This design comes from an exercise in tuning for small area, a short achievable clock period and few clock cycles per item on the open sky130 flow, not from production work. At most, simulation tests tie the RTL to the original design; equivalence was not proved.

==> inputs of job 9267 <==
// lorenz_euler_stepper
module lorenz_euler_stepper (
    input  wire logic                   i_clk,
    input  wire logic                   i_rst_n,
    input  wire logic                   i_cfg_we,
    input  wire logic [les_pkg::INDEX_WIDTH-1:0] i_cfg_index,
    input  wire logic [les_pkg::CFG_WIDTH-1:0]   i_cfg_data,
    input  wire logic                   i_in_valid,
    output logic                        o_in_ready,
    input  wire logic                   i_restart,
    output logic                        o_out_valid,
    input  wire logic                   i_out_ready,
    output logic [31:0]                 o_x_pos,
    output logic [31:0]                 o_y_pos,
    output logic [31:0]                 o_z_pos,
    output logic [31:0]                 o_w_out,
    output logic [7:0]                  o_red,
    output logic [7:0]                  o_green,
    output logic [7:0]                  o_blue,
    output logic [19:0]                 o_step_index,
    output logic                        o_last_step
);
    logic [31:0] r_sigma, r_rho, r_beta, r_w;
    logic [23:0] r_dt;
    logic [19:0] r_limit;
    logic [31:0] r_x, r_y, r_z, r_t1, r_t2;
    logic [39:0] r_cs0, r_cs1;
    logic        r_csc;
    logic [6:0]  r_ph;       
    logic        r_run, r_tail, r_pend, r_pend_rst, r_out_valid;
    logic [19:0] r_count;
    logic [19:0] r_per;
    logic [2:0]  r_pcnt;
    logic [2:0]  r_prem;
    logic        r_per_busy, r_pos_busy;
    logic [19:0] r_pos;
    logic [2:0]  r_seg;
    logic [2:0]  r_cseg;
    logic [17:0] r_crem;
    logic [7:0]  r_clow;
    logic [23:0] r_held;
    logic [31:0] mul_a, mul_b, mul_p;
    logic [39:0] cs0, cs1;
    logic        csc;
    assign mul_a = ({32{r_ph[0]}} & r_beta) |
                   ({32{r_ph[1] | r_ph[4]}} & r_x) |
                   ({32{r_ph[2]}} & r_sigma) |
                   ({32{r_ph[3] | r_ph[5] | r_ph[6]}} & {8'd0, r_dt});
    assign mul_b = ({32{r_ph[0]}} & r_z) |
                   ({32{r_ph[1]}} & r_y) |
                   ({32{r_ph[2] | r_ph[5]}} & r_t2) |
                   ({32{r_ph[3] | r_ph[4] | r_ph[6]}} & r_t1);
  ...
Settings: LEC_CHECK=0, ABC_AREA=1, CAP_MARGIN=20, CORE_MARGIN=2, CORE_UTILIZATION=40, SLEW_MARGIN=20; clock period 6.5 ns.
run.sh (not shown) runs the stock make flow with config.mk's settings and CLKGATE_MAP_FILE= SYNTH_SCRIPT=/design/flow/synth_recipe.tcl, a recipe that flattens the netlist after the stock synthesis.
==> job 9576 (differences from job 9267) <==
--- a/flow/design.v
+++ b/flow/design.v
@@ -1803,17 +1803,17 @@
     output logic [7:0]                  o_green,
     output logic [7:0]                  o_blue,
     output logic [19:0]                 o_step_index,
     output logic                        o_last_step
 );
     logic [31:0] r_sigma, r_rho, r_beta, r_w;
     logic [23:0] r_dt;
     logic [19:0] r_limit;
-    logic [31:0] r_x, r_y, r_z, r_t1, r_t2;
+    logic [31:0] r_x, r_y, r_z, r_t1, r_opa, r_opb;
     logic [39:0] r_cs0, r_cs1;
     logic        r_csc;
     logic [6:0]  r_ph;       
     logic        r_run, r_tail, r_pend, r_pend_rst, r_out_valid;
     logic [19:0] r_count;
     logic [19:0] r_per;
     logic [2:0]  r_pcnt;
     logic [2:0]  r_prem;
@@ -1822,24 +1822,18 @@
     logic [2:0]  r_seg;
     logic [2:0]  r_cseg;
     logic [17:0] r_crem;
     logic [7:0]  r_clow;
     logic [23:0] r_held;
     logic [31:0] mul_a, mul_b, mul_p;
     logic [39:0] cs0, cs1;
     logic        csc;
-    assign mul_a = ({32{r_ph[0]}} & r_beta) |
-                   ({32{r_ph[1] | r_ph[4]}} & r_x) |
-                   ({32{r_ph[2]}} & r_sigma) |
-                   ({32{r_ph[3] | r_ph[5] | r_ph[6]}} & {8'd0, r_dt});
-    assign mul_b = ({32{r_ph[0]}} & r_z) |
-                   ({32{r_ph[1]}} & r_y) |
-                   ({32{r_ph[2] | r_ph[5]}} & r_t2) |
-                   ({32{r_ph[3] | r_ph[4] | r_ph[6]}} & r_t1);
+    assign mul_a = r_opa;
+    assign mul_b = r_opb;
     les_mul_cs u_mul_cs (
         .i_a  (mul_a),
         .i_b  (mul_b),
         .o_s0 (cs0),
         .o_s1 (cs1),
         .o_c  (csc)
     );
     les_mul_sum u_mul_sum (
@@ -1868,17 +1862,17 @@
         end
     end
     logic        stall, adv, last_ph, slot_free, cfg_ok, out_free, deq, give;
     logic [19:0] eff;
     logic [2:0]  cur_seg, nxt_seg;
     logic [19:0] cur_pos, nxt_pos;
     logic        per_zero;
     assign per_zero  = (r_per == 20'd0);
-    assign stall     = r_ph[4] && r_out_valid && !i_out_ready;
+    assign stall     = r_ph[4] && r_out_valid;
     assign adv       = r_run && !stall;
     assign last_ph   = r_ph[6];
     assign slot_free = !r_run || last_ph;
     assign cfg_ok    = !r_per_busy && !r_pos_busy;
     assign out_free  = !r_out_valid || i_out_ready;
     assign deq       = r_pend && cfg_ok &&
                        (r_pend_rst ? (!r_run && !r_tail && out_free) : slot_free);
     assign eff       = r_pend_rst ? 20'd0 : r_count;
@@ -2021,20 +2015,28 @@
             if (r_tail)              r_y <= add_r;
         end
     end
     always_ff @(posedge i_clk) begin
         if (adv) begin
             r_cs0 <= cs0;
             r_cs1 <= cs1;
             r_csc <= csc;
-            if (r_ph[1]) begin r_t1 <= mul_p; r_t2 <= add_r; end
-            if (r_ph[2]) r_t1 <= add_r;
-            if (r_ph[3]) begin r_t2 <= mul_p; r_t1 <= add_r; end
-            if (r_ph[5]) r_t1 <= add_r;
+            if (r_ph[1] | r_ph[3]) r_t1 <= mul_p;
+        end
+        if (!stall) begin
+            if (r_ph[0] | r_ph[3])                r_opa <= r_x;
+            else if (r_ph[1])                     r_opa <= r_sigma;
+            else if (r_ph[2] | r_ph[4] | r_ph[5]) r_opa <= {8'd0, r_dt};
+            else                                  r_opa <= r_beta;
+            if (r_ph[0])                          r_opb <= r_tail ? add_r : r_y;
+            else if (r_ph[4])                     r_opb <= r_t1;
+            else if (|r_ph[3:1] | r_ph[5])        r_opb <= add_r;
+            else if (deq && r_pend_rst)           r_opb <= les_pkg::COORD_ONE;
+            else                                  r_opb <= r_z;
         end
         if (deq && give) begin
             r_cseg <= cur_seg;
             r_crem <= ramp_n[25:8];
             r_clow <= ramp_n[7:0];
         end else if (|r_ph[3:0]) begin
             r_crem <= div_rem;
             r_clow <= div_low;
==> qor summary <==
quantity	job 9576	job 9267
Run status	timing/DRC/antenna clean	timing/DRC/antenna clean
Synth-to-Final Area Change	16.5%	22.4%
Count of non-CTS inverters in the layout	959	996
Placed Instance Area	0.0625 mm2	0.0634 mm2
Register area	0.0139 mm2	0.0130 mm2
Count of placed standard cells including taps	9306	9349
Setup Fix Bufs, Post-CTS	0	5
Met1 demand-to-capacity share in global routing	43.2%	41.8%
Final design utilization	47.0%	49.4%
DR WL met2	106 mm	106 mm
Max Clk Rate	158 MHz	157 MHz
Effective utilization at floorplan	40.4%	40.3%
Fraction of standard cell area that is sequential	21.2%	19.1%
Setup WS pre-CTS	0.0702 ns	-0.678 ns
Launch point of the critical path	r_opb[9]	r_ph[3]
Final Net Count	8253	8406
Multi-In Gates	5237	5229
Sink Count	579	547
Total CTS buffers	67	70
Multi-input gate area	0.0377 mm2	0.0394 mm2
Crit share post-route	97.6%	97.9%
Hold_ws	0.456 ns	0.455 ns
Testbench counts of job 9267, summed over its fixed seeds: cycles 13,512, items 1,920.
The RTL of job 9576 was laid out without a check of its function.

[re-timing with driven ports]
In the flow no input, the clock included, has a driving cell. The finished layouts below were timed again as built, in two steps. Step 1 assumes that a clkbuf_16 drives the clock port and a buf_2 every other input. Step 2 moves the port delays by t, midway between the first and last clock arrival at a register: inputs arrive t later, outputs are due t later. That takes back most of the time a late clock gives input paths. Three values: no drivers, after step 1, after step 2; two values: the first two.
run	shift t [ns]	setup WS [ns]	latest minus earliest clock arrival (ns)	worst slew at a driven data input, ns	pins driven straight from the clock port
job 9267	0.770	0.137 / 0.137 / 0.137	0.056 / 0.055	0.09	1
job 9576	0.736	0.154 / 0.154 / 0.154	0.035 / 0.035	0.13	1
After both steps every run listed still meets setup and hold.
